From an optimization exercise on the open Yosys and OpenROAD flow, aimed at small area; shortcuts taken in it are not production practice. RTL that was checked went through simulation tests only; none was proved equivalent to the original. Function not checked in runs 2 to 6: the RTL went through the layout flow alone. Power and IR drop assume default switching activity.

File: design/flow/design.v
package tag_mem_pkg;
    localparam logic RSP_OK  = 1'b0;
    localparam logic RSP_ERR = 1'b1;
    localparam int DEF_INIT_VAL   = 0;
    localparam int DEF_LOCK_DEPTH = 16;
    function automatic int clog2(input int n);
        int r;
        r = 0;
        for (int k = 0; k < 32; k++) begin
            if ((1 << r) < n) r++;
        end
        if (r < 1) r = 1;
        clog2 = r;
    endfunction
endpackage
module tag_rr_arbiter
#(
    parameter int NUM_CH = 2,
    localparam int IDX_W = tag_mem_pkg::clog2(NUM_CH)
) (
    input  logic              clk,
    input  logic              rst,
    input  logic [NUM_CH-1:0] i_req,
    input  logic              i_advance,
    output logic [NUM_CH-1:0] o_grant,
    output logic [IDX_W-1:0]  o_idx,
    output logic [IDX_W-1:0]  o_ptr
);
    logic [IDX_W-1:0] r_ptr;
    logic [IDX_W-1:0] w_cand;
    logic             w_found;
    always_comb begin
        o_grant = '0;
        o_idx   = '0;
        w_cand  = '0;
        w_found = 1'b0;
        for (int k = 0; k < NUM_CH; k++) begin
            w_cand = IDX_W'((int'(r_ptr) + k) % NUM_CH);
            if (!w_found && i_req[w_cand]) begin
                w_found         = 1'b1;
                o_grant[w_cand] = 1'b1;
                o_idx           = w_cand;
            end
        end
    end
    always_ff @(posedge clk or posedge rst) begin
        if (rst) begin
            r_ptr <= '0;
        end else if (i_advance) begin
            r_ptr <= IDX_W'((int'(o_idx) + 1) % NUM_CH);
        end
    end
    assign o_ptr = r_ptr;
endmodule
module tag_mem_arb
#(
    parameter int DATA_W     = 16,
    parameter int ADDR_W     = 6,
    parameter int NUM_CH     = 2,
    parameter int LOCK_DEPTH = tag_mem_pkg::DEF_LOCK_DEPTH,
    parameter logic [DATA_W-1:0] INIT_VAL = DATA_W'(tag_mem_pkg::DEF_INIT_VAL),
    localparam int DEPTH     = 2 ** ADDR_W,
    localparam int IDX_W     = tag_mem_pkg::clog2(NUM_CH)
) (
    input  logic                     clk,
    input  logic                     rst,
    input  logic [NUM_CH-1:0]        req_valid,
    output logic [NUM_CH-1:0]        req_ready,
    input  logic [NUM_CH-1:0]        req_we,
    input  logic [NUM_CH*ADDR_W-1:0] req_addr,
    input  logic [NUM_CH*DATA_W-1:0] req_wdata,
    output logic                     rsp_valid,
    output logic [IDX_W-1:0]         rsp_ch,
    output logic [DATA_W-1:0]        rsp_data,
    output logic                     rsp_err,
    input  logic                     i_lock,
    output logic                     o_locked
);
    logic [NUM_CH-1:0] w_grant;
    logic [IDX_W-1:0]  w_idx;
    logic [IDX_W-1:0]  w_ptr;
    logic              w_xfer;
    logic              w_we;
    logic [ADDR_W-1:0] w_addr;
    logic [DATA_W-1:0] w_wdata;
    logic              w_prot;
    logic [DATA_W-1:0] r_mem [DEPTH];
    logic              r_locked;
    tag_rr_arbiter #(.NUM_CH(NUM_CH)) u_arb (
        .clk       (clk),
        .rst       (rst),
        .i_req     (req_valid),
        .i_advance (w_xfer),
        .o_grant   (w_grant),
        .o_idx     (w_idx),
        .o_ptr     (w_ptr)
    );
    assign req_ready = w_grant;
    assign w_xfer    = |w_grant;
    assign w_we      = req_we[w_idx];
    assign w_addr    = req_addr[w_idx*ADDR_W +: ADDR_W];
    assign w_wdata   = req_wdata[w_idx*DATA_W +: DATA_W];
    assign w_prot    = r_locked && (int'(w_addr) < LOCK_DEPTH);
    always_ff @(posedge clk or posedge rst) begin
        if (rst) begin
            for (int i = 0; i < DEPTH; i++) r_mem[i] <= INIT_VAL;
            r_locked  <= 1'b0;
            rsp_valid <= 1'b0;
            rsp_ch    <= '0;
            rsp_data  <= '0;
            rsp_err   <= tag_mem_pkg::RSP_OK;
        end else begin
            if (i_lock) r_locked <= 1'b1;
            rsp_valid <= w_xfer;
            if (w_xfer) begin
                rsp_ch <= w_idx;
                if (w_we && !w_prot) begin
                    r_mem[w_addr] <= w_wdata;
                    rsp_data      <= w_wdata;
                    rsp_err       <= tag_mem_pkg::RSP_OK;
                end else begin
                    rsp_data <= r_mem[w_addr];
                    rsp_err  <= (w_we && w_prot) ? tag_mem_pkg::RSP_ERR : tag_mem_pkg::RSP_OK;
                end
            end
        end
    end
    assign o_locked = r_locked;
    logic w_unused;
    assign w_unused = ^w_ptr;
endmodule
File: design/flow/constraint.sdc
create_clock -name core_clock -period 6.0 [get_ports {clk}]
set_input_delay 1.2000 -clock core_clock [delete_from_list [all_inputs] [get_ports {clk}]]
set_output_delay 1.2000 -clock core_clock [all_outputs]
set_load 0.01 [all_outputs]
File: design/flow/config.mk
export PLATFORM = sky130hd
export DESIGN_NAME = tag_mem_arb
export DESIGN_NICKNAME = tag_mem_arb
export VERILOG_FILES = /design/flow/design.v
export SDC_FILE = /design/flow/constraint.sdc
export NUM_CORES = 4
export LEC_CHECK = 0
export CAP_MARGIN = 20
export CORE_MARGIN = 2
export CORE_UTILIZATION = 40
export SLEW_MARGIN = 20
File: design/flow/run.sh
#!/bin/bash
# synth_recipe.tcl (not shown) runs the flow's synth.tcl, then flattens the netlist and writes it again
# the make line also repeats each setting of config.mk as NAME=value (left out here)
make -C /OpenROAD-flow-scripts/flow DESIGN_CONFIG=/design/flow/config.mk WORK_HOME=/design/flow/orfs CLKGATE_MAP_FILE= SYNTH_SCRIPT=/design/flow/synth_recipe.tcl finish
==> results.txt, run 1 <==
- Critical path endpoint: rsp_data[5]
- Most frequent CP cell: buf_4
- Setup_tns: 0 ns
- CP Capture Type: flip-flop
- Final #Nets: 5,350
- Clock sinks: ~1.0k
- Reg2Reg Depth: 11
- DRT antenna net count: 0
- Asr flop ratio synth: 1.000
- Ys Warns: 3
- FILL cells: roughly 11k
- Die area: 0.1223 mm2
- Final Wtd Congestion: roughly 1.1
- Initial Utilization: 0.4043
- Chip width: approximately 350 um
- Slew headroom: 0.1280
- Avg Inst Size Synth: 9.359 um2
- Post-CTS setup buffer count: 0
- CTS H-tree lvls: 3
- Row count: 126
- RR Startpoint: u_arb.r_ptr
- Hold Buf Count CTS: 0
- Input/output buffers: 72
- CTS tree: built
- Tot GR Track Use: 0.5175
- Vias per cell: 7.004
- Sequential cell area fraction in the yosys report: 0.5470
- Layout cells sized above 1: 0.1524
- Cts repair resizes: 0
- Mapped Area: ~0.048 mm2
- Dpl cells: 6,721
- Minimum clock period: between 5 and 6 ns
- Vias in the first global route: 44.27k
- Fmax: a little under 200 MHz
- Critical path peak fanout: 16
- Total power: approximately 0.019 W
- Area delta synth->final: 19.92%
- CTS buffer count: between 100 and 150
- VDD IR max: approximately 0.26 mV
- FF-to-FF setup slack: 1.49 ns
- Skew-Pair Late Insertion Delay: around 0.8 ns
- Util after Layout: 0.4849
- Final period utilization: 0.8482
- DR vias: around 49k
- Unique masters post-synth: 76
- Max-cap violations: 0
- Clk buf depth: 3
- Critical Setup Path Class: in2reg
- First-pass GRT wire length: roughly 420 mm
- Status: finished clean
- Post-synthesis instance total: about 5.1k
- PD cells: ~330 mW/mm2
- Slowest stage delay, CP: between 0.9 and 1 ns
- Initial antenna violation count: 50
- Grt total ovfl: 0
- Worst Setup SP: req_addr[6]
- Clock Skews: roughly 0.055 ns
- Worst Hold Class: reg2reg
- Largest net degree at the start of global routing: between 150 and 200
- Final setup violating endpoints: 0
- DRC Markers: 0
- Slowest cell on the critical path: a22oi_1
- Arrival time at the worst endpoint: 5.74 ns
- Initial DRC Count: around 9.3k
- Hold Vio Cnt, Final: 0
- IO Count: between 70 and 80
- Post-Layout Cell Count: about 7.0k
- CTS clk-pin slew, worst paths: 0.07 ns
- Die Y-Extent: roughly 350 um
- Synth Flop Type: dfrtp_1
- CP Data Required Time: 6.65 ns
- WL/cell: between 40 and 50 um
- Unrepaired setup endpoints after global routing: false
- Slew Viols, Final: 0
- Worst-margin pin slew: ~1.3 ns
- Seq cells post-synth: approximately 1.0k
- P_leak: around 25 nW
- Number of synthesized flops with an enable pin: 0
- Cell Chain, Critical Path: clkdlybuf4s50_1 > buf_4 > nand2_1 > buf_4 > nor2_1 > buf_4 > a22oi_1 > o21ai_0 > a2111oi_2 > nand4_1 > or4_1 > o21a_1
- Pre-antenna DRT Iters: 10
- DRT Wirelength: ~320 mm
- Final HPWL DP: ~230 mm
- Core area: about 0.12 mm2
- Root Driver: clkbuf_16
- FF-to-FF End: rsp_data[8]
- Startpoint types: input pin
[area by class of cell]
cell class | count | area, um2 | area share
multi-input combinational | 3572 | 20330 | 0.3546
clock buffer | 167 | 3219 | 0.05615
clock inverter | 42 | 724.4 | 0.01264
tap | 1536 | 1922 | 0.03352
inverter | 9 | 37.54 | 0.0006547
sequential | 1045 | 26150 | 0.4561
antenna | 27 | 67.56 | 0.001178
timing repair buffer | 559 | 4880 | 0.08511
[registers in the layout, summed over array words and instances, names as in the netlist]
signal and count:
rsp_valid 1, rsp_err 1, u_arb.r_ptr 1, r_locked 1
rsp_data 16, r_mem 1024, rsp_ch 1
[layer usage]
layer | global-route usage | routed length, um
met1 | 0.6742 | 121600
met4 | 0.3722 | 28400
met5 | 0.001177 | 151
met2 | 0.6851 | 123600
met3 | 0.2152 | 45540
[worst max-delay path: cells and delay by family]
kind                   cells  cell delay, ns
buffers and inverters      4            1.45
and+or+nand+nor            4            1.21
AOI/OAI and AO/OA          4            1.87
[power breakdown]
group | internal, W | switching (W)
clock | 0.00430 | 0.00323
sequential | 0.00808 | 0.00119
combinational | 0.000739 | 0.00160
[cell families (layout without fill, tap and decap cells)]
| kind of cell | count (synthesis) | after routing | synth area share |
|---|---|---|---|
| mux | 19 | 19 | 0.004004 |
| compound gates | 1926 | 1926 | 0.2530 |
| buf+inv | 491 | 777 | 0.04350 |
| other cells | 0 | 27 | 0 |
| simple gates | 1627 | 1627 | 0.1526 |
| flops | 1045 | 1045 | 0.5470 |
[worst min path at each step]
stage / cells after the start / startpoint / end / slack [ns]
after floorplan: 2 / r_mem[21][11] / r_mem[21][11] / 0.44
after global placement: 2 / r_mem[4][0] / r_mem[4][0] / 0.46
after detailed placement: 2 / r_mem[21][11] / r_mem[21][11] / 0.46
after CTS: 2 / r_mem[4][15] / r_mem[4][15] / 0.48
after global routing: 2 / r_mem[61][10] / r_mem[61][10] / 0.50
final: 2 / r_mem[4][15] / r_mem[4][15] / 0.48
[cell usage in the layout (no fill, tap or decap), types with 60 or more instances in the layout]
cell / instances
a21oi_1: 215
a221oi_1: 79
a222oi_1: 60
a22o_1: 99
a22oi_1: 330
buf_4: 445
clkbuf_16: 112
clkdlybuf4s50_1: 71
dfrtp_1: 1045
nand2_1: 1019
nand4_1: 67
nor2_1: 209
o21ai_0: 945
[Yosys cell counts, types with 9 or more instances]
cell,instances,area share
dfrtp_1,1045,0.55
buf_6,9,0.0021
a221o_1,9,0.0019
mux2i_1,18,0.0038
and4_1,13,0.0024
nor4_2,10,0.0026
a22o_1,99,0.018
nor2_1,217,0.017
nor2b_1,9,0.0012
a32o_1,9,0.0019
nand4b_1,13,0.0024
clkbuf_1,365,0.029
buf_4,16,0.0025
a211oi_1,48,0.0075
nand2b_1,13,0.0017
nand4_1,67,0.0088
o21ai_0,945,0.099
nand4bb_1,12,0.0028
o221ai_1,16,0.0029
nand2_1,1020,0.080
or4_1,15,0.0024
a222oi_1,60,0.013
o22ai_1,18,0.0024
or2_1,16,0.0021
or2_2,31,0.0041
nand3_1,58,0.0061
a32oi_1,15,0.0027
nor3_1,21,0.0022
a22oi_1,330,0.052
buf_2,87,0.0091
a221oi_1,79,0.014
and3_1,15,0.0020
nor4_1,51,0.0067
a21oi_1,217,0.023
[per-stage QoR]
| stage | cell area (um2) | hold WS (ns) | setup slack [ns] |
|---|---|---|---|
| 6_report | 57330 | 0.4769 | 0.9106 |
| 5_1_grt | 57270 | 0.5001 | 0.9719 |
| 4_1_cts | 57250 | 0.4775 | 1.132 |
| 3_5_place_dp | 53310 | 0.4637 | 0.3190 |
| 3_3_place_gp | 53250 | 0.4557 | 0.3796 |
| 2_1_floorplan | 47810 | 0.4436 | -9.608 |
==> run 2: changes to the inputs <==
--- a/design/flow/design.v
+++ b/design/flow/design.v
@@ -85,5 +85,8 @@
     logic [DATA_W-1:0] w_wdata;
     logic              w_prot;
+    logic              w_wr;
     logic [DATA_W-1:0] r_mem [DEPTH];
+    logic [DEPTH-1:0]  r_valid;
+    logic [ADDR_W-1:0] r_addr;
     logic              r_locked;
     tag_rr_arbiter #(.NUM_CH(NUM_CH)) u_arb (
@@ -102,11 +105,11 @@
     assign w_wdata   = req_wdata[w_idx*DATA_W +: DATA_W];
     assign w_prot    = r_locked && (int'(w_addr) < LOCK_DEPTH);
+    assign w_wr      = w_xfer && w_we && !w_prot;
     always_ff @(posedge clk or posedge rst) begin
         if (rst) begin
-            for (int i = 0; i < DEPTH; i++) r_mem[i] <= INIT_VAL;
+            r_valid   <= '0;
             r_locked  <= 1'b0;
             rsp_valid <= 1'b0;
             rsp_ch    <= '0;
-            rsp_data  <= '0;
             rsp_err   <= tag_mem_pkg::RSP_OK;
         end else begin
@@ -114,18 +117,143 @@
             rsp_valid <= w_xfer;
             if (w_xfer) begin
-                rsp_ch <= w_idx;
-                if (w_we && !w_prot) begin
-                    r_mem[w_addr] <= w_wdata;
-                    rsp_data      <= w_wdata;
-                    rsp_err       <= tag_mem_pkg::RSP_OK;
-                end else begin
-                    rsp_data <= r_mem[w_addr];
-                    rsp_err  <= (w_we && w_prot) ? tag_mem_pkg::RSP_ERR : tag_mem_pkg::RSP_OK;
-                end
+                rsp_ch  <= w_idx;
+                rsp_err <= (w_we && w_prot) ? tag_mem_pkg::RSP_ERR : tag_mem_pkg::RSP_OK;
             end
-        end
-    end
+            if (w_wr) r_valid[w_addr] <= 1'b1;
+        end
+    end
+    always_ff @(posedge clk) begin
+        if (w_xfer) r_addr <= w_addr;
+    end
+    logic [DEPTH-1:0] w_wsel;
+    logic [DEPTH-1:0] w_rsel;
+    logic [DATA_W-1:0] w_rdata;
+    always_comb begin
+        for (int i = 0; i < DEPTH; i++) begin
+            w_wsel[i] = w_wr && (w_addr == ADDR_W'(i));
+            w_rsel[i] = r_valid[i] && (r_addr == ADDR_W'(i));
+        end
+    end
+    logic [DEPTH*DATA_W-1:0] w_q;
+    logic [DEPTH*DATA_W-1:0] w_d;
+    tag_mem_wmux #(.DATA_W(DATA_W), .DEPTH(DEPTH)) u_wmux (
+        .i_sel   (w_wsel),
+        .i_wdata (w_wdata),
+        .i_q     (w_q),
+        .o_d     (w_d)
+    );
+    for (genvar i = 0; i < DEPTH; i++) begin : g_word
+        assign w_q[i*DATA_W +: DATA_W] = r_mem[i];
+        always_ff @(posedge clk) begin
+            r_mem[i] <= w_d[i*DATA_W +: DATA_W];
+        end
+    end
+    tag_mem_rmux #(.DATA_W(DATA_W), .DEPTH(DEPTH)) u_rmux (
+        .i_sel  (w_rsel),
+        .i_q    (w_q),
+        .o_data (w_rdata)
+    );
+    assign rsp_data = w_rdata | (INIT_VAL & {DATA_W{~|w_rsel}});
     assign o_locked = r_locked;
     logic w_unused;
     assign w_unused = ^w_ptr;
 endmodule
+module tag_mem_wmux
+#(
+    parameter int DATA_W = 16,
+    parameter int DEPTH  = 64
+) (
+    input  logic [DEPTH-1:0]        i_sel,
+    input  logic [DATA_W-1:0]       i_wdata,
+    input  logic [DEPTH*DATA_W-1:0] i_q,
+    output logic [DEPTH*DATA_W-1:0] o_d
+);
+    logic [DEPTH-1:0]        w_seln;
+    logic [DATA_W-1:0]       w_wdatan;
+    logic [DEPTH*DATA_W-1:0] w_seln_bits;
+    logic [DEPTH*DATA_W-1:0] w_wdatan_bits;
+    logic [DEPTH*DATA_W-1:0] w_hold_n;
+    assign w_seln   = ~i_sel;
+    assign w_wdatan = ~i_wdata;
+    for (genvar i = 0; i < DEPTH; i++) begin : g_word
+        assign w_seln_bits[i*DATA_W +: DATA_W]   = {DATA_W{w_seln[i]}};
+        assign w_wdatan_bits[i*DATA_W +: DATA_W] = w_wdatan;
+    end
+    tag_mem_nand2 #(.W(DEPTH*DATA_W)) u_hold (
+        .i_a (i_q),
+        .i_b (w_seln_bits),
+        .o_y (w_hold_n)
+    );
+    tag_mem_o21ai #(.W(DEPTH*DATA_W)) u_next (
+        .i_a1 (w_wdatan_bits),
+        .i_a2 (w_seln_bits),
+        .i_b1 (w_hold_n),
+        .o_y  (o_d)
+    );
+endmodule
+module tag_mem_nand2
+#(
+    parameter int W = 1
+) (
+    input  logic [W-1:0] i_a,
+    input  logic [W-1:0] i_b,
+    output logic [W-1:0] o_y
+);
+    assign o_y = ~(i_a & i_b);
+endmodule
+module tag_mem_o21ai
+#(
+    parameter int W = 1
+) (
+    input  logic [W-1:0] i_a1,
+    input  logic [W-1:0] i_a2,
+    input  logic [W-1:0] i_b1,
+    output logic [W-1:0] o_y
+);
+    assign o_y = ~((i_a1 | i_a2) & i_b1);
+endmodule
+module tag_mem_rmux
+#(
+    parameter int DATA_W = 16,
+    parameter int DEPTH  = 64,
+    localparam int NGRP  = (DEPTH + 2) / 3
+) (
+    input  logic [DEPTH-1:0]        i_sel,
+    input  logic [DEPTH*DATA_W-1:0] i_q,
+    output logic [DATA_W-1:0]       o_data
+);
+    logic [NGRP*3-1:0]        w_sel;
+    logic [NGRP*3*DATA_W-1:0] w_q;
+    logic [NGRP*DATA_W-1:0]   w_grp_n;
+    assign w_sel = (NGRP*3)'(i_sel);
+    assign w_q   = (NGRP*3*DATA_W)'(i_q);
+    for (genvar g = 0; g < NGRP; g++) begin : g_grp
+        tag_mem_aoi222 #(.W(DATA_W)) u_aoi (
+            .i_a1 ({DATA_W{w_sel[3*g]}}),
+            .i_a2 (w_q[(3*g)*DATA_W +: DATA_W]),
+            .i_b1 ({DATA_W{w_sel[3*g+1]}}),
+            .i_b2 (w_q[(3*g+1)*DATA_W +: DATA_W]),
+            .i_c1 ({DATA_W{w_sel[3*g+2]}}),
+            .i_c2 (w_q[(3*g+2)*DATA_W +: DATA_W]),
+            .o_y  (w_grp_n[g*DATA_W +: DATA_W])
+        );
+    end
+    always_comb begin
+        o_data = '0;
+        for (int g = 0; g < NGRP; g++) o_data = o_data | ~w_grp_n[g*DATA_W +: DATA_W];
+    end
+endmodule
+module tag_mem_aoi222
+#(
+    parameter int W = 1
+) (
+    input  logic [W-1:0] i_a1,
+    input  logic [W-1:0] i_a2,
+    input  logic [W-1:0] i_b1,
+    input  logic [W-1:0] i_b2,
+    input  logic [W-1:0] i_c1,
+    input  logic [W-1:0] i_c2,
+    output logic [W-1:0] o_y
+);
+    assign o_y = ~((i_a1 & i_a2) | (i_b1 & i_b2) | (i_c1 & i_c2));
+endmodule
--- a/design/flow/config.mk
+++ b/design/flow/config.mk
@@ -10,2 +10,3 @@
 export CORE_UTILIZATION = 40
 export SLEW_MARGIN = 20
+export SYNTH_HIERARCHICAL = 1
==> run 2 against run 1 <==
Against the previous run:
- cell count is 18% lower
- largest power group unchanged
- fmax is 16% lower
- clock power is 4.5% lower
- routed wire length is 59% lower
- the layout now fails its checks (negative setup slack)
- clock-buffer cell count stayed put
- hold slack worse by 0.029 ns
- worst setup slack worse by 0.94 ns
- clock skew is 0.027 ns lower
==> results.txt, run 2 <==
- Initial DRC Count: 4,902 (-48%)
- CP Data Required Time: 4.80 ns (-1.85 ns)
- Synth Flop Type: dfxtp_1
- DRT Wirelength: 131.7 mm (-59%)
- Seq cells post-synth: 1,099 (+5.2%)
- Row count: 113 (-10%)
- Synth Area in XOR/XNOR: 0.0004571 (+0.0004571)
- Max FFs per register: 1,024 (unchanged)
- Largest Register: r_mem
- Tot GR Track Use: 0.2603 (-0.2572)
- Synth Area in Compound Gates: 0.2447 (-0.008223)
- Final Wtd Congestion: 0.9343 (-17%)
- Arrival time at the worst endpoint: 4.83 ns (-0.91 ns)
- Synth top cells by count: nand2_1 (1,051), o21ai_0 (1,032), dfxtp_1 (1,024)
- Critical path peak fanout: 16 (unchanged)
- Dominant cell type by area after synthesis: dfxtp_1
- Mapped Area: 0.03832 mm2 (-20%)
- Die Y-Extent: 313.5 um (-10%)
- DR vias: 33.35k (-32%)
- Hold Vio Cnt, Final: 0 (unchanged)
- Slew headroom: 0.2533 (+0.1252)
- Chip width: 313.5 um (-10%)
- Critical Setup Path Class: reg2out
- Avg Inst Size Synth: 9.412 um2 (+0.56%)
- Clock Skews: 0.02751 ns (-0.02740 ns)
- Mux share of post-synthesis cell area: 0.006660 (+0.002656)
- Most frequent cells in the layout: nand2_1 (1,051), o21ai_0 (1,031), dfxtp_1 (1,024)
- Number of synthesized flops with an enable pin: 6 (+6)
- Post-Layout Cell Count: 5,727 (-18%)
- Util after Layout: 0.4754 (-0.009528)
- CTS tree: built
- Initial Utilization: 0.4034 (-0.0009621)
- Initial antenna violation count: 2 (-96%)
- DRT antenna net count: 0 (unchanged)
- Skew-Pair Late Insertion Delay: 0.69 ns (-0.11 ns)
- FILL cells: 9,213 (-17%)
- Clock sinks: 1,099 (+5.2%)
- Adder-Cell Fraction of Synth Area: 0.001306 (+0.001306)
- Final #Nets: 4,422 (-17%)
- Ys Warns: 10 (+7)
- Clk buf depth: 3 (unchanged)
- Root Driver: clkbuf_16
- Final HPWL DP: 85.10 mm (-63%)
- DRC Markers: 0 (unchanged)
- Final worst slack: -0.03381 ns (-0.9444 ns)
- Dpl cells: 5,517 (-18%)
- Unrepaired setup endpoints after global routing: false
- Status: complete, but fails checks
- CTS buffer count: 112 (unchanged)
- Share of the synthesized area in the top cell type: 0.5349 (-0.01209)
- Core area: 0.09501 mm2 (-20%)
- Top flop regs: r_mem (1024), r_valid (64), r_addr (6)
- Area of the multi-input gates: 0.01573 mm2 (-23%)
- Worst Hold Class: reg2reg
- Sequential cell area fraction in the yosys report: 0.5847 (+0.03766)
- Layout cells sized above 1: 0.07242 (-0.07997)
- CP Capture Type: output port
- Unique masters post-synth: 52 (-32%)
- Worst-margin pin slew: 1.120 ns (-0.1864 ns)
- Most common cell in the netlist: nand2_1
- Die area: 0.09830 mm2 (-20%)
- Slew Viols, Final: 0 (unchanged)
- Startpoint types: flip-flop
- WL/cell: 23.00 um (-50%)
- Fmax: 165.7 MHz (-16%)
- Vias in the first global route: 30.31k (-32%)
- P_leak: 16.68 nW (-32%)
- IO Count: 73 (unchanged)
- First-pass GRT wire length: 195.6 mm (-53%)
- CTS clk-pin slew, worst paths: 0.07 ns (about the same)
- CTS H-tree lvls: 3 (unchanged)
- Minimum clock period: 6.034 ns (+0.9444 ns)
- Post-Synth Simple-Gate Area: 0.1498 (-0.002801)
- Final period utilization: 1.006 (+0.1574)
- VDD IR max: 0.2576 mV (-0.18%)
- Area delta synth->final: 17.85%
- Largest net degree at the start of global routing: 51 (-69%)
- Seq. cell area: 0.02241 mm2 (-14%)
- Post-synthesis instance total: 4,072 (-20%)
- Largest family of logic cells by synthesized area: compound AO/OA/AOI/OAI gates
- Input/output buffers: 72 (unchanged)
- Largest cells by area after synthesis: dfxtp_1 (53%), o21ai_0 (13%), nand2_1 (10%)
- Grt total ovfl: 0 (unchanged)
- Final setup violating endpoints: 1 (+1)
- PD cells: 390.1 mW/mm2 (+17%)
- Pre-antenna DRT Iters: 13 (+3)
- Failing Checks: negative setup slack
- Asr flop ratio synth: 0.06278 (-0.9372)
- Vias per cell: 5.823 (-17%)
- Max-cap violations: 0 (unchanged)
- Most common cell after layout, fill and taps aside: nand2_1
run 2: logic make-up (layout without fill, tap and decap cells):
family                     count (synthesis)  after routing
AOI/OAI and AO/OA                       1467           1467
xor gates and xnor gates                   2              2
adders and majority gates                  4              4
buffers and inverters                    116            441
DFF                                     1099           1099
muxes                                     23             23
other                                      1             66
and+or+nand+nor                         1360           1360
run 2: final timing paths:
kind	start	to	slack (ns)	depth (start not counted)
worst max-delay path	r_addr[3]	rsp_data[7]	-0.03	9
worst min-delay path	r_valid[20]	r_valid[20]	0.45	1
worst max register to register	flip-flop	r_mem[48][7]	2.23	11
worst min register to register	r_valid[20]	r_valid[20]	0.45	1
max in group asynchronous	rst	r_valid[39]	3.96	3
min in group asynchronous	rst	async pin	0.71	2
run 2: power breakdown:
part | total (W) | internal (W) | switching [W]
clock network | 0.00719 | 0.00425 | 0.00294
logic | 0.00150 | 0.000599 | 0.000904
registers | 0.00893 | 0.00838 | 0.000547
total | 0.0176 | 0.0132 | 0.00439
run 2: per-layer routing:
| layer | up-vias | part of all wire | track usage |
|---|---|---|---|
| met4 | 2 | 0.035 | 0.09602 |
| met5 | - | 0.000099 | 0 |
| met2 | 1472 | 0.44 | 0.4007 |
| met3 | 247 | 0.083 | 0.04381 |
| li1 | 15730 | - | - |
| met1 | 15890 | 0.44 | 0.3670 |
run 2: timing repair:
action / 4_1_cts / 5_1_grt
resized for setup: 5 / 2
pin swaps: 0 / 3
setup endpoints to repair: 5 / 3
hold buffers: 0 / 0
buffers inserted: 0 / 0
endpoints found under the hold margin: 0 / 0
run 2: final cells by class:
cell class | instances | area share
diodes | 2 | 0.0001108
well taps | 1265 | 0.03504
clock buffers | 167 | 0.07244
multi-input cells | 2920 | 0.3483
repair buffers | 143 | 0.02820
flip-flops and latches | 1099 | 0.4961
clock inverters | 40 | 0.01224
inverters | 91 | 0.007563
run 2: worst max-delay path: stages (launching register included):
cell	delay, ns
edfxtp_1	0.48
nand2b_1	0.24
nor3_1	0.77
and3_1	0.82
a222oi_1	0.30
nand4_1	0.45
nor4_2	0.16
buf_4	0.18
nand4_1	0.14
clkdlybuf4s50_1	0.57
run 2: through the flow:
step | TNS (ns) | area [um2] | hold WS, ns | power [W] | worst slack [ns]
3_5_place_dp | 0 | 41270 | 0.4365 | 0.01053 | 0.6287
6_report | -0.03381 | 45160 | 0.4478 | 0.01762 | -0.03381
5_1_grt | 0 | 45160 | 0.4711 | 0.01834 | 0.04602
2_1_floorplan | 0 | 38560 | 0.4198 | 0.009899 | 1.619
3_3_place_gp | 0 | 41250 | 0.4301 | 0.01047 | 0.5776
4_1_cts | 0 | 45120 | 0.4496 | 0.01768 | 0.03371
==> run 3: changes to the inputs <==
--- a/design/flow/design.v
+++ b/design/flow/design.v
@@ -217,5 +217,6 @@
     parameter int DATA_W = 16,
     parameter int DEPTH  = 64,
-    localparam int NGRP  = (DEPTH + 2) / 3
+    localparam int NGRP  = DEPTH / 3,
+    localparam int NREST = DEPTH - 3 * NGRP
 ) (
     input  logic [DEPTH-1:0]        i_sel,
@@ -223,17 +224,13 @@
     output logic [DATA_W-1:0]       o_data
 );
-    logic [NGRP*3-1:0]        w_sel;
-    logic [NGRP*3*DATA_W-1:0] w_q;
-    logic [NGRP*DATA_W-1:0]   w_grp_n;
-    assign w_sel = (NGRP*3)'(i_sel);
-    assign w_q   = (NGRP*3*DATA_W)'(i_q);
+    logic [NGRP*DATA_W-1:0] w_grp_n;
     for (genvar g = 0; g < NGRP; g++) begin : g_grp
         tag_mem_aoi222 #(.W(DATA_W)) u_aoi (
-            .i_a1 ({DATA_W{w_sel[3*g]}}),
-            .i_a2 (w_q[(3*g)*DATA_W +: DATA_W]),
-            .i_b1 ({DATA_W{w_sel[3*g+1]}}),
-            .i_b2 (w_q[(3*g+1)*DATA_W +: DATA_W]),
-            .i_c1 ({DATA_W{w_sel[3*g+2]}}),
-            .i_c2 (w_q[(3*g+2)*DATA_W +: DATA_W]),
+            .i_a1 ({DATA_W{i_sel[3*g]}}),
+            .i_a2 (i_q[(3*g)*DATA_W +: DATA_W]),
+            .i_b1 ({DATA_W{i_sel[3*g+1]}}),
+            .i_b2 (i_q[(3*g+1)*DATA_W +: DATA_W]),
+            .i_c1 ({DATA_W{i_sel[3*g+2]}}),
+            .i_c2 (i_q[(3*g+2)*DATA_W +: DATA_W]),
             .o_y  (w_grp_n[g*DATA_W +: DATA_W])
         );
@@ -242,4 +239,6 @@
         o_data = '0;
         for (int g = 0; g < NGRP; g++) o_data = o_data | ~w_grp_n[g*DATA_W +: DATA_W];
+        for (int k = 3 * NGRP; k < DEPTH; k++)
+            o_data = o_data | ({DATA_W{i_sel[k]}} & i_q[k*DATA_W +: DATA_W]);
     end
 endmodule
--- a/design/flow/config.mk
+++ b/design/flow/config.mk
@@ -9,4 +9,6 @@
 export CORE_MARGIN = 2
 export CORE_UTILIZATION = 40
+export CTS_BUF_LIST = sky130_fd_sc_hd__clkbuf_4
+export SETUP_SLACK_MARGIN = 0.2
 export SLEW_MARGIN = 20
 export SYNTH_HIERARCHICAL = 1
==> run 3 against run 2 <==
Against the previous run:
- now clean on timing, DRC and antenna
- first-iteration DRC count decreased by 9.8%
- die area about the same
- worst setup slack improved by 0.18 ns
- critical path type unchanged
- largest cell class unchanged
- highest routed layer is now met4
==> results.txt, run 3 <==
- Status: finished clean
- Setup_tns: 0 ns (+0.03381 ns)
- Skew-Pair Late Insertion Delay: 1.14 ns (+0.45 ns)
- Unrepaired setup endpoints after global routing: true
- P_leak: 17.32 nW (+3.8%)
- CTS H-tree lvls: 5 (+2)
- Post-synthesis instance total: 4,089 (+0.42%)
- Final period utilization: 0.9755 (-0.03011)
- Clk pwr share: 0.389 (-0.019)
- CP Data Required Time: 4.80 ns (about the same)
- Sw frac: 0.2611 (+0.01196)
- Most frequent cells in the layout: nand2_1 (1,081), o21ai_0 (1,032), dfxtp_1 (1,024)
- Core area: 0.09501 mm2 (unchanged)
- Adder-Cell Fraction of Synth Area: 0.001306 (about the same)
- Mux share of post-synthesis cell area: 0.006661 (about the same)
- FF-to-FF setup slack: 2.04 ns (-0.19 ns)
- Most common cell in the netlist: nand2_1
- Number of synthesized flops with an enable pin: 6 (unchanged)
- Layout cells sized above 1: 0.1514 (+0.07898)
- Ys Warns: 10 (unchanged)
- Largest net degree at the start of global routing: 65 (+27%)
- Startpoint types: flip-flop
- Share of the synthesized area in the top cell type: 0.5349 (about the same)
- Grt total ovfl: 0 (unchanged)
- Dominant cell type by area after synthesis: dfxtp_1
- Area of the multi-input gates: 0.01575 mm2 (about the same)
- Reg power frac: 0.525 (+0.018)
- Initial Utilization: 0.4033 (about the same)
- Chip width: 313.5 um (about the same)
- DR vias: 34.36k (+3.0%)
- CTS clk-pin slew, worst paths: 0.06 ns (about the same)
- Clock Skews: 0.08321 ns (+0.05570 ns)
- Synth Area in XOR/XNOR: 0.0004571 (about the same)
- CTS buffer count: 309 (+180%)
- DRT antenna net count: 0 (unchanged)
- IO Count: 73 (unchanged)
- Worst Setup SP: r_addr[1]
- Mapped Area: 0.03832 mm2 (about the same)
- Top flop regs: r_mem (1024), r_valid (64), r_addr (6)
- Critical path peak fanout: 16 (unchanged)
- Worst Hold Class: in2async
- Slew Viols, Final: 0 (unchanged)
- Initial antenna violation count: 3 (+1)
- Input/output buffers: 72 (unchanged)
- Root Driver: clkbuf_4
- Final Wtd Congestion: 0.9127 (-2.3%)
- CTS tree: built
- Slew headroom: 0.2421 (-0.01115)
- PD cells: 375.2 mW/mm2 (-3.8%)
- Arrival time at the worst endpoint: 4.65 ns (-0.18 ns)
- Worst-margin pin slew: 1.137 ns (+0.01672 ns)
- Max FFs per register: 1,024 (unchanged)
- Largest Register: r_mem
- Sw Pwr: 0.004455 W (+1.5%)
- Synth Area in Compound Gates: 0.2450 (+0.0002772)
- Clk buf depth: 4 (+1)
- Critical Setup Path Class: reg2out
- FILL cells: 9,398 (+2.0%)
- Die area: 0.09829 mm2 (about the same)
- Power Internal: 0.01260 W (-4.7%)
- Synth Flop Type: dfxtp_1
- Final setup violating endpoints: 0 (-1)
- DRC Markers: 0 (unchanged)
- Vias in the first global route: 31.52k (+4.0%)
- Minimum clock period: 5.853 ns (-0.1807 ns)
- Final #Nets: 4,618 (+4.4%)
- Design Area, Final: 0.04547 mm2 (+0.67%)
- Clock sinks: 1,099 (unchanged)
- VDD IR max: 0.2139 mV (-17%)
- Die Y-Extent: 313.5 um (about the same)
- WL/cell: 21.71 um (-5.6%)
- Most common cell after layout, fill and taps aside: nand2_1
- Combinational share of power: 0.087 (+0.002)
- Area delta synth->final: 18.65%
- Pre-antenna DRT Iters: 7 (-6)
- Asr flop ratio synth: 0.06278 (unchanged)
- Reg2Reg Depth: 9 (-2)
- Max-cap violations: 0 (unchanged)
- Post-Synth Simple-Gate Area: 0.1487 (-0.001035)
- Avg Inst Size Synth: 9.372 um2 (-0.42%)
- CP Capture Type: output port
- Seq. cell area: 0.02241 mm2 (unchanged)
- Fmax: 170.8 MHz (+3.1%)
- Synth top cells by count: nand2_1 (1,083), o21ai_0 (1,032), dfxtp_1 (1,024)
- Hold Buf Count CTS: 0 (unchanged)
- Vias per cell: 5.702 (-2.1%)
- FF-to-FF End: r_mem[54][6]
- Unique masters post-synth: 53 (+1.9%)
- Post-DP Area: 0.04133 mm2 (+0.17%)
- Seq cells post-synth: 1,099 (unchanged)
- Hold Vio Cnt, Final: 0 (unchanged)
- Largest cells by area after synthesis: dfxtp_1 (53%), o21ai_0 (13%), nand2_1 (11%)
- First-pass GRT wire length: 195.8 mm (+0.11%)
- Final HPWL DP: 83.09 mm (-2.4%)
- DRT Wirelength: 130.8 mm (-0.72%)
- Largest family of logic cells by synthesized area: compound AO/OA/AOI/OAI gates
- Tot GR Track Use: 0.2593 (-0.001037)
- Initial DRC Count: 4,420 (-9.8%)
- Sequential cell area fraction in the yosys report: 0.5847 (about the same)
- Row count: 113 (unchanged)
-- run 3: cell count changes after synthesis, sizes merged --
| cell | change |
|---|---|
| buf | +2 |
| a211oi | +16 |
| and4 | -16 |
| nand3 | +16 |
| a222oi | -16 |
| nand2 | +32 |
| conb | -1 |
| nand4 | -16 |
-- run 3: final cells by class --
type / instances / share of cell area
Timing Repair Buffer: 190 / 0.03665
Tap cell: 1265 / 0.03481
Sequential cell: 1099 / 0.4928
Multi-Input combinational cell: 2872 / 0.3463
Inverter: 91 / 0.007513
Clock buffer: 438 / 0.07232
Antenna cell: 11 / 0.0006054
Clock inverter: 59 / 0.008999
-- run 3: per-stage QoR --
step | worst slack [ns] | power [W] | std cells | hold slack [ns] | util
after CTS | 0.1888 | 0.01714 | 6009 | 0.1741 | 0.4768
after global placement | 0.3422 | 0.01045 | 5507 | 0.4369 | 0.4349
after floorplan | 1.619 | 0.009880 | 4089 | 0.4198 | -
final | 0.1468 | 0.01706 | 6025 | 0.2510 | 0.4785
after detailed placement | 0.3483 | 0.01051 | 5508 | 0.4368 | 0.4351
after global routing | 0.1428 | 0.01793 | 6024 | 0.1882 | 0.4785
-- run 3: logic make-up (layout without fill, tap and decap cells) --
group                    after synthesis  in the layout
XOR/XNOR                               2              2
other                                  0             11
multiplexers                          23             23
adder cells (fa/ha/maj)                4              4
AO/OA/AOI/OAI                       1467           1467
buffers and inverters                118            778
AND/OR/NAND/NOR                     1376           1376
flip-flops                          1099           1099
-- run 3: how the worst max path moves through the flow --
stage | end | cells after the start
final | rsp_data[4] | 9
after global routing | rsp_data[4] | 10
after CTS | rsp_data[14] | 8
after detailed placement | rsp_data[15] | 8
after global placement | rsp_data[15] | 8
after floorplan | r_valid[60] | 15
-- run 3: timing repair --
action                                  in CTS  in global routing
pin swaps                                   31                 14
resized for setup                           83                 24
endpoints found under the setup margin      16                 14
setup buffers                                4                  3
cloned                                       0                  0
-- run 3: per-layer routing --
layer  part of all wire  global-route usage  up-vias
met5                  0                   0        -
met4              0.033              0.1121        0
met3              0.089             0.05601      238
met2               0.44              0.3979     1590
met1               0.43              0.3523    16240
li1                   -                   -    16290
-- run 3: worst max-delay path, cell delays in order, from the launching register on --
cell,delay (ns)
edfxtp_1,0.49
nand2_1,0.20
nor2_1,0.14
and3_2,0.36
a222oi_1,0.67
nand4_1,0.46
nor4_4,0.49
buf_4,0.18
nand2_1,0.04
clkdlybuf4s50_1,0.48
-- run 3: power groups by stage --
stage / registers [W] / clock network, W / logic, W
after floorplan: 0.00891 / 0 / 0.000975
after global placement: 0.00907 / 0 / 0.00137
after detailed placement: 0.00907 / 0 / 0.00144
after CTS: 0.00893 / 0.00675 / 0.00145
after global routing: 0.00906 / 0.00720 / 0.00168
final: 0.00895 / 0.00663 / 0.00148
==> run 4: changes to the inputs <==
--- a/design/flow/config.mk
+++ b/design/flow/config.mk
@@ -9,5 +9,5 @@
 export CORE_MARGIN = 2
 export CORE_UTILIZATION = 40
-export CTS_BUF_LIST = sky130_fd_sc_hd__clkbuf_4
+export CTS_BUF_LIST = sky130_fd_sc_hd__clkbuf_2
 export SETUP_SLACK_MARGIN = 0.2
 export SLEW_MARGIN = 20
==> run 4 against run 3 <==
Against the previous run:
- core utilization is 0.74 points lower
- still clean on timing, DRC and antenna
- clock power fell by 25%
- critical endpoint is now rsp_data[15]
- highest routed layer unchanged
- first-iteration DRC count up 2.4%
==> results.txt, run 4 <==
- Core area: 0.09501 mm2 (unchanged)
- Initial antenna violation count: 3 (unchanged)
- Chip width: 313.5 um (unchanged)
- Largest cells by area after synthesis: dfxtp_1 (53%), o21ai_0 (13%), nand2_1 (11%)
- Largest family of logic cells by synthesized area: compound AO/OA/AOI/OAI gates
- VDD IR max: 0.1720 mV (-20%)
- Clk buf depth: 4 (unchanged)
- CP Data Required Time: 4.80 ns (about the same)
- Adder-Cell Fraction of Synth Area: 0.001306 (unchanged)
- Vias in the first global route: 31.64k (+0.37%)
- First-pass GRT wire length: 196.4 mm (+0.31%)
- Seq cells post-synth: 1,099 (unchanged)
- CP Capture Type: output port
- Largest net degree at the start of global routing: 65 (unchanged)
- P_leak: 17.39 nW (+0.43%)
- Die area: 0.09829 mm2 (unchanged)
- CTS H-tree lvls: 5 (unchanged)
- Worst-margin pin slew: 1.135 ns (-0.002304 ns)
- Clock Skews: 0.1545 ns (+0.07127 ns)
- Max FFs per register: 1,024 (unchanged)
- Fmax: 169.7 MHz (-0.66%)
- DRC Markers: 0 (unchanged)
- CTS buffer count: 303 (-1.9%)
- Largest Register: r_mem
- Initial Utilization: 0.4033 (unchanged)
- Input/output buffers: 72 (unchanged)
- Skew-Pair Late Insertion Delay: 1.51 ns (+0.37 ns)
- Max-cap violations: 0 (unchanged)
- Final setup violating endpoints: 0 (unchanged)
- Critical Setup Path Class: reg2out
- Ys Warns: 10 (unchanged)
- Most common cell after layout, fill and taps aside: nand2_1
- Final Wtd Congestion: 0.9127 (unchanged)
- Startpoint types: flip-flop
- Post-synthesis instance total: 4,089 (unchanged)
- Post-Synth Simple-Gate Area: 0.1487 (unchanged)
- PD cells: 344.6 mW/mm2 (-8.2%)
- Vias per cell: 5.685 (-0.31%)
- Synth Flop Type: dfxtp_1
- Avg Inst Size Synth: 9.372 um2 (unchanged)
- Mapped Area: 0.03832 mm2 (unchanged)
- Share of the synthesized area in the top cell type: 0.5349 (unchanged)
- Post-Layout Cell Count: 6,066 (+0.68%)
- Arrival time at the worst endpoint: 4.69 ns (+0.04 ns)
- Status: finished clean
- Worst Hold Class: in2reg
- Number of synthesized flops with an enable pin: 6 (unchanged)
- Sequential cell area fraction in the yosys report: 0.5847 (unchanged)
- Clock sinks: 1,099 (unchanged)
- Final #Nets: 4,670 (+1.1%)
- Synth Area in XOR/XNOR: 0.0004571 (unchanged)
- Tot GR Track Use: 0.2604 (+0.001131)
- IO Count: 73 (unchanged)
- CTS clk-pin slew, worst paths: 0.10 ns (+0.04 ns)
- Slew headroom: 0.2428 (+0.0007030)
- Dpl cells: 5,508 (unchanged)
- Area delta synth->final: 16.80%
- Unique masters post-synth: 53 (unchanged)
- DRT Wirelength: 131.8 mm (+0.80%)
- Unrepaired setup endpoints after global routing: true
- WL/cell: 21.73 um (+0.12%)
- Asr flop ratio synth: 0.06278 (unchanged)
- Die Y-Extent: 313.5 um (unchanged)
- Hold Vio Cnt, Final: 0 (unchanged)
- Row count: 113 (unchanged)
- Pre-antenna DRT Iters: 9 (+2)
- DR vias: 34.49k (+0.37%)
- Synth Area in Compound Gates: 0.2450 (unchanged)
- Synth top cells by count: nand2_1 (1,083), o21ai_0 (1,032), dfxtp_1 (1,024)
- Root Driver: clkbuf_2
- Mux share of post-synthesis cell area: 0.006661 (unchanged)
- Slew Viols, Final: 0 (unchanged)
- DRT antenna net count: 0 (unchanged)
- Hold Slack: 0.2952 ns (+0.04420 ns)
- Layout cells sized above 1: 0.1679 (+0.01652)
- Grt total ovfl: 0 (unchanged)
- Final period utilization: 0.9820 (+0.006465)
- Top flop regs: r_mem (1024), r_valid (64), r_addr (6)
- Minimum clock period: 5.892 ns (+0.03879 ns)
- Dominant cell type by area after synthesis: dfxtp_1
- Final HPWL DP: 83.09 mm (unchanged)
- Critical path peak fanout: 6 (-10)
- Most common cell in the netlist: nand2_1
- Most frequent cells in the layout: nand2_1 (1,077), o21ai_0 (1,032), dfxtp_1 (1,024)
- FILL cells: 9,478 (+0.85%)
- CTS tree: built
- Initial DRC Count: 4,526 (+2.4%)
==> run 4: what timing repair did <==
item / in CTS / in global routing
hold buffers: 1 / 0
buffers inserted: 40 / 24
hold endpoints to repair: 1 / 0
endpoints found under the setup margin: 16 / 15
pin swaps: 116 / 57
gates resized for setup: 165 / 26
==> run 4: per-layer routing <==
layer	vias up	wire length, um	track usage
li1	16350	-	-
met1	16300	57210	0.3543
met2	1619	58780	0.4007
met3	214	11790	0.05707
met4	0	4050	0.1077
met5	-	0	0
==> run 4: report_power, final <==
group,switching [W],total (W),internal [W]
sequential,0.000582,0.00895,0.00837
clock,0.00299,0.00496,0.00197
combinational,0.000887,0.00152,0.000629
total,0.00446,0.0154,0.0110
==> run 4: logic make-up (layout without fill, tap and decap cells) <==
group | count (synthesis) | after routing
DFF | 1099 | 1099
xor gates and xnor gates | 2 | 2
adders and majority gates | 4 | 4
and+or+nand+nor | 1376 | 1376
AOI/OAI and AO/OA | 1467 | 1467
other | 0 | 7
buffers and inverters | 118 | 823
muxes | 23 | 23
==> run 4: metrics by stage <==
step	setup slack [ns]	TNS, ns	utilization	instance area [um2]	power (W)
floorplan	1.619	0	-	38320	0.009880
global placement	0.3422	0	0.4349	41320	0.01045
detailed placement	0.3483	0	0.4351	41330	0.01051
CTS	0.06350	0	0.4683	44490	0.01547
global route	-0.01339	-0.03026	0.4711	44760	0.01629
finish	0.1081	0	0.4711	44760	0.01542
==> run 4: cell type report <==
type | instances | area [um2] | area share
clock inverters | 55 | 269.0 | 0.006010
flip-flops and latches | 1099 | 22410 | 0.5006
clock buffers | 429 | 2147 | 0.04797
repair buffers | 248 | 2103 | 0.04699
multi-input cells | 2872 | 15890 | 0.3551
inverters | 91 | 341.6 | 0.007631
well taps | 1265 | 1583 | 0.03536
diodes | 7 | 17.52 | 0.0003913
==> run 4: path summary, 6_finish.rpt <==
check	slack, ns	start	end	cells past startpoint
min in group asynchronous	0.43	rst	async pin	3
setup reg to reg	1.97	flip-flop	r_mem[54][6]	9
hold reg to reg	0.46	r_mem[31][15]	r_mem[31][15]	2
hold / removal	0.30	i_lock	r_locked	2
max in group asynchronous	4.28	rst	r_valid[45]	4
setup / recovery	0.11	r_addr[2]	rsp_data[15]	9
==> run 4: critical path, cell delays in order, from the launching register on <==
cell,delay (ns)
edfxtp_1,0.52
buf_6,0.18
nand2b_4,0.09
nor3_2,0.08
and3_4,0.20
a222oi_1,0.67
nand4_1,0.53
nor4_4,0.52
nand2_2,0.18
buf_2,0.18
==> run 5: changes to the inputs <==
--- a/design/flow/config.mk
+++ b/design/flow/config.mk
@@ -9,5 +9,7 @@
 export CORE_MARGIN = 2
 export CORE_UTILIZATION = 40
-export CTS_BUF_LIST = sky130_fd_sc_hd__clkbuf_2
+export CTS_BUF_LIST = sky130_fd_sc_hd__clkbuf_4
+export CTS_CLUSTER_DIAMETER = 45
+export CTS_CLUSTER_SIZE = 9
 export SETUP_SLACK_MARGIN = 0.2
 export SLEW_MARGIN = 20
==> run 5 against run 4 <==
Against the previous run:
- combinational power down 3%
- design area is 3.1% lower
- critical endpoint is now rsp_data[4]
- global-route usage fell by 0.46 points
- area after synthesis unchanged
- power fell by 4.6%
- non-clock buffer count fell by 60
- clock power shrank 13%
- hold slack lost 0.012 ns
- core utilization decreased by 1.4 points
- worst setup slack better by 0.056 ns
- flip-flop and latch count stayed put
- sequential share of layout area increased by 1.6 points
==> results.txt, run 5 <==
- Status: finished clean
- Critical Setup Path Class: reg2out
- Worst Hold Class: in2async
- Root Driver: clkbuf_4
- Seq cells post-synth: 1,099 (unchanged)
- Initial Utilization: 0.4033 (unchanged)
- Pre-antenna DRT Iters: 9 (unchanged)
- Dpl cells: 5,508 (unchanged)
- Post-synthesis instance total: 4,089 (unchanged)
- WL/cell: 22.51 um (+3.6%)
- Max FFs per register: 1,024 (unchanged)
- Unique masters post-synth: 53 (unchanged)
- Reg2Reg Depth: 9 (unchanged)
- PD cells: 339.1 mW/mm2 (-1.6%)
- IO Count: 73 (unchanged)
- Sequential cell area fraction in the yosys report: 0.5847 (unchanged)
- Tot GR Track Use: 0.2558 (-0.004601)
- DRC Markers: 0 (unchanged)
- Slew Viols, Final: 0 (unchanged)
- VDD IR max: 0.1826 mV (+6.2%)
- Vias per cell: 5.800 (+2.0%)
- Max-cap violations: 0 (unchanged)
- Startpoint types: flip-flop
- Slowest cell on the critical path: nand4_1
- Input/output buffers: 72 (unchanged)
- Mapped Area: 0.03832 mm2 (unchanged)
- Avg Inst Size Synth: 9.372 um2 (unchanged)
- Synth Flop Type: dfxtp_1
- Number of synthesized flops with an enable pin: 6 (unchanged)
- Largest cells by area after synthesis: dfxtp_1 (53%), o21ai_0 (13%), nand2_1 (11%)
- Arrival time at the worst endpoint: 4.64 ns (-0.05 ns)
- Worst-margin pin slew: 1.141 ns (+0.006812 ns)
- Critical path peak fanout: 9 (+3)
- Clock sinks: 1,099 (unchanged)
- Final period utilization: 0.9727 (-0.009292)
- Synth top cells by count: nand2_1 (1,083), o21ai_0 (1,032), dfxtp_1 (1,024)
- Adder-Cell Fraction of Synth Area: 0.001306 (unchanged)
- Chip width: 313.5 um (unchanged)
- Final Wtd Congestion: 0.9127 (unchanged)
- Hold Buf Count CTS: 0 (-1)
- FF-to-FF setup slack: 2.03 ns (+0.06 ns)
- Synth Area in Compound Gates: 0.2450 (unchanged)
- CP top delay family: simple AND/OR/NAND/NOR gates
- Core area: 0.09501 mm2 (unchanged)
- Top flop regs: r_mem (1024), r_valid (64), r_addr (6)
- Largest net degree at the start of global routing: 65 (unchanged)
- Ys Warns: 10 (unchanged)
- P_leak: 16.08 nW (-7.5%)
- Layout cells sized above 1: 0.1026 (-0.06537)
- Post-Layout Cell Count: 5,733 (-5.5%)
- Clk buf depth: 3 (-1)
- DRT antenna net count: 0 (unchanged)
- Die area: 0.09829 mm2 (unchanged)
- Grt total ovfl: 0 (unchanged)
- CP Data Required Time: 4.80 ns (about the same)
- Most common cell after layout, fill and taps aside: nand2_1
- Skew-Pair Late Insertion Delay: 1.09 ns (-0.42 ns)
- CTS H-tree lvls: 4 (-1)
- Cell Chain, Critical Path: nand2_1 > nor3_1 > and3_2 > buf_4 > a222oi_1 > nand4_1 > nor4_4 > buf_4 > nand2_1 > clkdlybuf4s50_1
- Largest Register: r_mem
- Slew headroom: 0.2391 (-0.003708)
- Dominant cell type by area after synthesis: dfxtp_1
- CP Capture Type: output port
- Hold Vio Cnt, Final: 0 (unchanged)
- Row count: 113 (unchanged)
- Most frequent cells in the layout: nand2_1 (1,081), o21ai_0 (1,032), dfxtp_1 (1,024)
- Unrepaired setup endpoints after global routing: true
- FF-to-FF End: r_mem[54][0]
- Minimum clock period: 5.836 ns (-0.05575 ns)
- Most common cell in the netlist: nand2_1
- Final setup violating endpoints: 0 (unchanged)
- Vias in the first global route: 30.10k (-4.9%)
- CTS buffer count: 151 (-50%)
- CTS clk-pin slew, worst paths: 0.11 ns (about the same)
- Critical path buffer and inverter count: 3 (+1)
- Fmax: 171.3 MHz (+0.96%)
- Synth Area in XOR/XNOR: 0.0004571 (unchanged)
- Initial antenna violation count: 3 (unchanged)
- Initial DRC Count: 4,469 (-1.3%)
- Die Y-Extent: 313.5 um (unchanged)
- Area delta synth->final: 13.21%
- First-pass GRT wire length: 192.5 mm (-2.0%)
- Largest family of logic cells by synthesized area: compound AO/OA/AOI/OAI gates
- Clock Skews: 0.07380 ns (-0.08068 ns)
- Final #Nets: 4,458 (-4.5%)
- Final HPWL DP: 83.09 mm (unchanged)
- Slowest stage delay, CP: 0.61 ns (-0.06 ns)
- Post-Synth Simple-Gate Area: 0.1487 (unchanged)
- Share of the synthesized area in the top cell type: 0.5349 (unchanged)
- Asr flop ratio synth: 0.06278 (unchanged)
- Setup_tns: 0 ns (unchanged)
- DRT Wirelength: 129.0 mm (-2.1%)
- CTS tree: built
- FILL cells: 9,466 (-0.13%)
- DR vias: 33.25k (-3.6%)
- Mux share of post-synthesis cell area: 0.006661 (unchanged)
==> run 5: layout make-up <==
type                       count  area, um2  share of cell area
antenna                        2      5.005           0.0001154
clock buffer                 173       1299             0.02994
clock inverter                43      426.7            0.009834
inverter                      91      341.6            0.007873
multi-input combinational   2872      15680              0.3614
sequential                  1099      22410              0.5165
tap                         1265       1583             0.03648
timing repair buffer         188       1645             0.03792
==> run 5: repair_timing <==
action                                  in CTS  in global routing
endpoints found under the setup margin      16                 13
pin swaps                                   27                 10
setup buffers                                4                  2
resized for setup                           68                 16
==> run 5: per-stage QoR <==
stage | instance area [um2] | utilization | worst slack [ns] | power (W) | hold slack, ns
after floorplan | 38320 | - | 1.619 | 0.009880 | 0.4198
after global placement | 41320 | 0.4349 | 0.3422 | 0.01045 | 0.4369
after detailed placement | 41330 | 0.4351 | 0.3483 | 0.01051 | 0.4368
after CTS | 43300 | 0.4558 | 0.1864 | 0.01477 | 0.1857
after global routing | 43390 | 0.4566 | 0.1353 | 0.01545 | 0.2191
final | 43390 | 0.4566 | 0.1638 | 0.01471 | 0.2834
==> run 5: cell families (layout without fill, tap and decap cells) <==
group,Yosys count,after routing
AOI/OAI and AO/OA,1467,1467
DFF,1099,1099
buffers and inverters,118,495
xor gates and xnor gates,2,2
other,0,2
and+or+nand+nor,1376,1376
muxes,23,23
adders and majority gates,4,4
==> run 5: power breakdown <==
part	switching, W	total (W)	internal, W
registers	0.000574	0.00894	0.00837
logic	0.000867	0.00147	0.000603
clock network	0.00259	0.00430	0.00172
total	0.00403	0.0147	0.0107
==> run 5: how the worst max path moves through the flow <==
stage | startpoint | endpoint | slack [ns] | cells past startpoint
after floorplan | req_valid[0] | r_valid[60] | 1.62 | 15
after global placement | r_addr[3] | rsp_data[15] | 0.34 | 8
after detailed placement | r_addr[2] | rsp_data[15] | 0.35 | 8
after CTS | r_addr[1] | rsp_data[4] | 0.19 | 10
after global routing | r_addr[5] | rsp_data[7] | 0.14 | 9
final | r_addr[2] | rsp_data[4] | 0.16 | 10
==> run 5: metal layers <==
metal / part of all wire / GRT usage / vias up
li1: - / - / 15800
met1: 0.44 / 0.3549 / 15780
met3: 0.088 / 0.04954 / 208
met4: 0.031 / 0.09232 / 0
met5: 0 / 0 / -
met2: 0.44 / 0.3967 / 1466
==> run 6: changes to the inputs <==
--- a/design/flow/config.mk
+++ b/design/flow/config.mk
@@ -9,7 +9,7 @@
 export CORE_MARGIN = 2
 export CORE_UTILIZATION = 40
-export CTS_BUF_LIST = sky130_fd_sc_hd__clkbuf_4
-export CTS_CLUSTER_DIAMETER = 45
-export CTS_CLUSTER_SIZE = 9
+export CTS_BUF_LIST = sky130_fd_sc_hd__clkbuf_8
+export CTS_CLUSTER_DIAMETER = 50
+export CTS_CLUSTER_SIZE = 16
 export SETUP_SLACK_MARGIN = 0.2
 export SLEW_MARGIN = 20
==> run 6 against run 5 <==
Against the previous run:
- still clean on timing, DRC and antenna
- global-route usage decreased by 0.24 points
- flip-flop and latch count unchanged
- power increased by 8.0%
- combinational power about the same
- clock-buffer cell count decreased by 52
- sequential share of layout area decreased by 0.86 points
- core utilization increased by 0.77 points
- register-to-register slack improved by 0.08 ns
- sequential power about the same
- highest routed layer unchanged
- critical path depth unchanged
==> results.txt, run 6 <==
- Initial DRC Count: 4,529 (+1.3%)
- Initial Utilization: 0.4033 (unchanged)
- Adder-Cell Fraction of Synth Area: 0.001306 (unchanged)
- Max FFs per register: 1,024 (unchanged)
- DR vias: 32.93k (-0.96%)
- Largest net degree at the start of global routing: 65 (unchanged)
- Post-Synth Simple-Gate Area: 0.1487 (unchanged)
- Skew-Pair Late Insertion Delay: 0.81 ns (-0.28 ns)
- First-pass GRT wire length: 191.6 mm (-0.49%)
- Number of synthesized flops with an enable pin: 6 (unchanged)
- Vias per cell: 5.763 (-0.63%)
- Synth Flop Type: dfxtp_1
- Seq cells post-synth: 1,099 (unchanged)
- CTS H-tree lvls: 3 (-1)
- CP Data Required Time: 4.80 ns (about the same)
- Slew Viols, Final: 0 (unchanged)
- CP Capture Type: output port
- Sequential cell area fraction in the yosys report: 0.5847 (unchanged)
- Cell Chain, Critical Path: nand2b_1 > nor3_1 > and3_1 > buf_4 > a222oi_1 > nand4_1 > nor4_1 > buf_4 > nand2_1 > clkdlybuf4s50_1
- Most frequent cells in the layout: nand2_1 (1,083), o21ai_0 (1,032), dfxtp_1 (1,024)
- Post-Layout Cell Count: 5,714 (-0.33%)
- Asr flop ratio synth: 0.06278 (unchanged)
- Synth top cells by count: nand2_1 (1,083), o21ai_0 (1,032), dfxtp_1 (1,024)
- Clk buf depth: 3 (unchanged)
- Slowest cell on the critical path: a222oi_1
- CTS buffer count: 109 (-28%)
- Hold depth: 1
- Total power: 0.01589 W (+8.0%)
- Arrival time at the worst endpoint: 4.58 ns (-0.06 ns)
- Most frequent CP cell: buf_4
- Worst-margin pin slew: 1.160 ns (+0.01839 ns)
- Critical Setup Path Class: reg2out
- Hold Buf Count CTS: 0 (unchanged)
- Fmax: 172.9 MHz (+0.92%)
- Final setup violating endpoints: 0 (unchanged)
- Worst Hold Class: reg2reg
- Clock sinks: 1,099 (unchanged)
- Die Y-Extent: 313.5 um (unchanged)
- Final HPWL DP: 83.09 mm (unchanged)
- Most common cell after layout, fill and taps aside: nand2_1
- Share of the synthesized area in the top cell type: 0.5349 (unchanged)
- Layout cells sized above 1: 0.09199 (-0.01056)
- Largest family of logic cells by synthesized area: compound AO/OA/AOI/OAI gates
- Status: finished clean
- Row count: 113 (unchanged)
- Reg2Reg Depth: 9 (unchanged)
- Grt total ovfl: 0 (unchanged)
- Slowest stage delay, CP: 0.59 ns (-0.02 ns)
- Area delta synth->final: 15.13%
- Tot GR Track Use: 0.2534 (-0.002422)
- Hold Vio Cnt, Final: 0 (unchanged)
- Vias in the first global route: 29.70k (-1.3%)
- Final period utilization: 0.9638 (-0.008898)
- Unrepaired setup endpoints after global routing: true
- DRC Markers: 0 (unchanged)
- PD cells: 360.3 mW/mm2 (+6.2%)
- Unique masters post-synth: 53 (unchanged)
- Startpoint types: flip-flop
- Largest cells by area after synthesis: dfxtp_1 (53%), o21ai_0 (13%), nand2_1 (11%)
- Mux share of post-synthesis cell area: 0.006661 (unchanged)
- Hold path startpoint: r_valid[8]
- Clock Skews: 0.06204 ns (-0.01175 ns)
- Minimum clock period: 5.783 ns (-0.05339 ns)
- FF-to-FF setup slack: 2.11 ns (+0.08 ns)
- FILL cells: 9,338 (-1.4%)
- Avg Inst Size Synth: 9.372 um2 (unchanged)
- Core area: 0.09501 mm2 (unchanged)
- Synth Area in XOR/XNOR: 0.0004571 (unchanged)
- Final #Nets: 4,410 (-1.1%)
- WL/cell: 22.47 um (-0.18%)
- Max-cap violations: 0 (unchanged)
- Largest Register: r_mem
- FF-to-FF End: r_mem[54][0]
- Final Wtd Congestion: 0.9127 (unchanged)
- CTS tree: built
- IO Count: 73 (unchanged)
- Top flop regs: r_mem (1024), r_valid (64), r_addr (6)
- CP top delay family: simple AND/OR/NAND/NOR gates
- Dominant cell type by area after synthesis: dfxtp_1
- Most common cell in the netlist: nand2_1
- Setup_tns: 0 ns (unchanged)
- P_leak: 16.41 nW (+2.0%)
- Ys Warns: 10 (unchanged)
- Critical path peak fanout: 9 (unchanged)
- Chip width: 313.5 um (unchanged)
- Pre-antenna DRT Iters: 9 (unchanged)
- Slew headroom: 0.2268 (-0.01226)
- Initial antenna violation count: 2 (-1)
- Input/output buffers: 72 (unchanged)
- Root Driver: clkbuf_8
- Mapped Area: 0.03832 mm2 (unchanged)
- DRT antenna net count: 0 (unchanged)
- Post-synthesis instance total: 4,089 (unchanged)
- VDD IR max: 0.2537 mV (+39%)
- Dpl cells: 5,508 (unchanged)
- DRT Wirelength: 128.4 mm (-0.52%)
- Critical path buffer and inverter count: 3 (unchanged)
- Die area: 0.09829 mm2 (unchanged)
- Hold Slack: 0.4575 ns (+0.1740 ns)
- CTS clk-pin slew, worst paths: 0.09 ns (-0.02 ns)
- Synth Area in Compound Gates: 0.2450 (unchanged)
- Worst Hold Endpoint: r_valid[8]
run 6: cell types whose count changed in the layout (fill, tap and decap cells not counted), moves of 5 or more:
cell,before,now
clkinv_1,13,0
clkbuf_4,173,0
clkinv_8,0,7
and3_1,22,52
and3_2,23,9
buf_4,110,104
clkbuf_8,0,121
inv_6,0,19
clkinvlp_4,7,12
inv_8,0,9
and3_4,19,3
run 6: worst reg2reg max path, stage by stage, from the launching register on:
cell      delay [ns]
dfrtp_1         0.39
nand2b_4        0.15
and2_1          0.58
buf_4           0.30
mux2i_1         0.44
inv_1           0.21
nand3_1         0.70
nor2_1          0.09
inv_1           0.63
o21ai_0         0.22
run 6: metal layers:
metal  track usage  vias to the layer above  wire length, um
li1              -                    15690                -
met1        0.3525                    15680            56870
met2        0.3941                     1351            56800
met3       0.04948                      212            10590
met4       0.08580                        0             4131
met5             0                        -                0
run 6: worst max-delay path by stage:
stage / start / endpoint / cells after the start
4_1_cts: r_addr[4] / rsp_data[15] / 8
3_3_place_gp: r_addr[3] / rsp_data[15] / 8
3_5_place_dp: r_addr[2] / rsp_data[15] / 8
6_report: r_addr[1] / rsp_data[7] / 10
5_1_grt: r_addr[5] / rsp_data[7] / 9
2_1_floorplan: req_valid[0] / r_valid[60] / 15
run 6: layout make-up:
class / instances / area [um2] / share of cell area
multi-input combinational: 2872 / 15530 / 0.3519
tap: 1265 / 1583 / 0.03588
clock buffer: 121 / 1665 / 0.03775
timing repair buffer: 182 / 1602 / 0.03630
sequential: 1099 / 22410 / 0.5079
antenna: 3 / 7.507 / 0.0001702
clock inverter: 81 / 985.9 / 0.02235
inverter: 91 / 341.6 / 0.007742
run 6: stage by stage:
stage	setup WS (ns)	utilization	cell area [um2]
5_1_grt	0.1032	0.4643	44120
3_5_place_dp	0.3483	0.4351	41330
4_1_cts	0.1728	0.4638	44070
3_3_place_gp	0.3422	0.4349	41320
2_1_floorplan	1.619	-	38320
6_report	0.2172	0.4644	44120
run 6: logic make-up (layout without fill, tap and decap cells):
| group | Yosys count | count (layout) |
|---|---|---|
| AO/OA/AOI/OAI | 1467 | 1467 |
| XOR/XNOR | 2 | 2 |
| adder cells (fa/ha/maj) | 4 | 4 |
| buffers and inverters | 118 | 475 |
| flip-flops | 1099 | 1099 |
| multiplexers | 23 | 23 |
| other | 0 | 3 |
| AND/OR/NAND/NOR | 1376 | 1376 |
run 6: what timing repair did:
| action | 4_1_cts | 5_1_grt |
|---|---|---|
| pin swaps | 8 | 10 |
| setup endpoints to repair | 8 | 15 |
| resized for setup | 20 | 6 |
| setup buffers | 0 | 0 |
run 6: power by group:
| group | internal (W) | switching (W) | total, W |
|---|---|---|---|
| Clock | 0.00253 | 0.00297 | 0.00550 |
| Combinational | 0.000595 | 0.000859 | 0.00145 |
| Sequential | 0.00837 | 0.000573 | 0.00894 |

==> static timing again, ports no longer ideal <==
How much do the figures lean on ideal ports? The routed layouts below were timed once more, with nothing changed but the port constraints.
Step 1: set_driving_cell puts a clkbuf_16 on clk and a buf_2 on each other input, an assumption about the parent block.
Step 2, shift: input delay + t, output delay - t, t = (earliest + latest rising clock arrival at the registers) / 2. This alone moves slack from input paths to output paths.
a / b / c = no drivers / after step 1 / after step 2; a / b = the first two.
run | t (ns) | setup WS [ns] | hold slack, ns | worst setup path after step 2 | pins driven straight from the clock port
run 1 | 0.844 | 0.911 / 0.966 / 0.122 | 0.477 / 0.477 / 0.477 | input to register | 1
run 2 | 0.752 | -0.034 / -0.105 / 0.648 | 0.448 / 0.448 / 0.448 | register to output | 1
run 3 | 1.187 | 0.147 / 0.083 / 0.779 | 0.251 / 0.216 / 0.456 | input to register | 1
run 4 | 1.526 | 0.108 / 0.049 / 0.754 | 0.295 / 0.268 / 0.460 | input to register | 1
run 5 | 1.127 | 0.164 / 0.099 / 0.795 | 0.283 / 0.248 / 0.461 | input to register | 1
run 6 | 0.855 | 0.217 / 0.156 / 0.858 | 0.457 / 0.457 / 0.457 | input to register | 1
For run 1, which loses most, drivers alone change the setup slack by +0.055 ns; drivers and shift together by -0.789 ns.
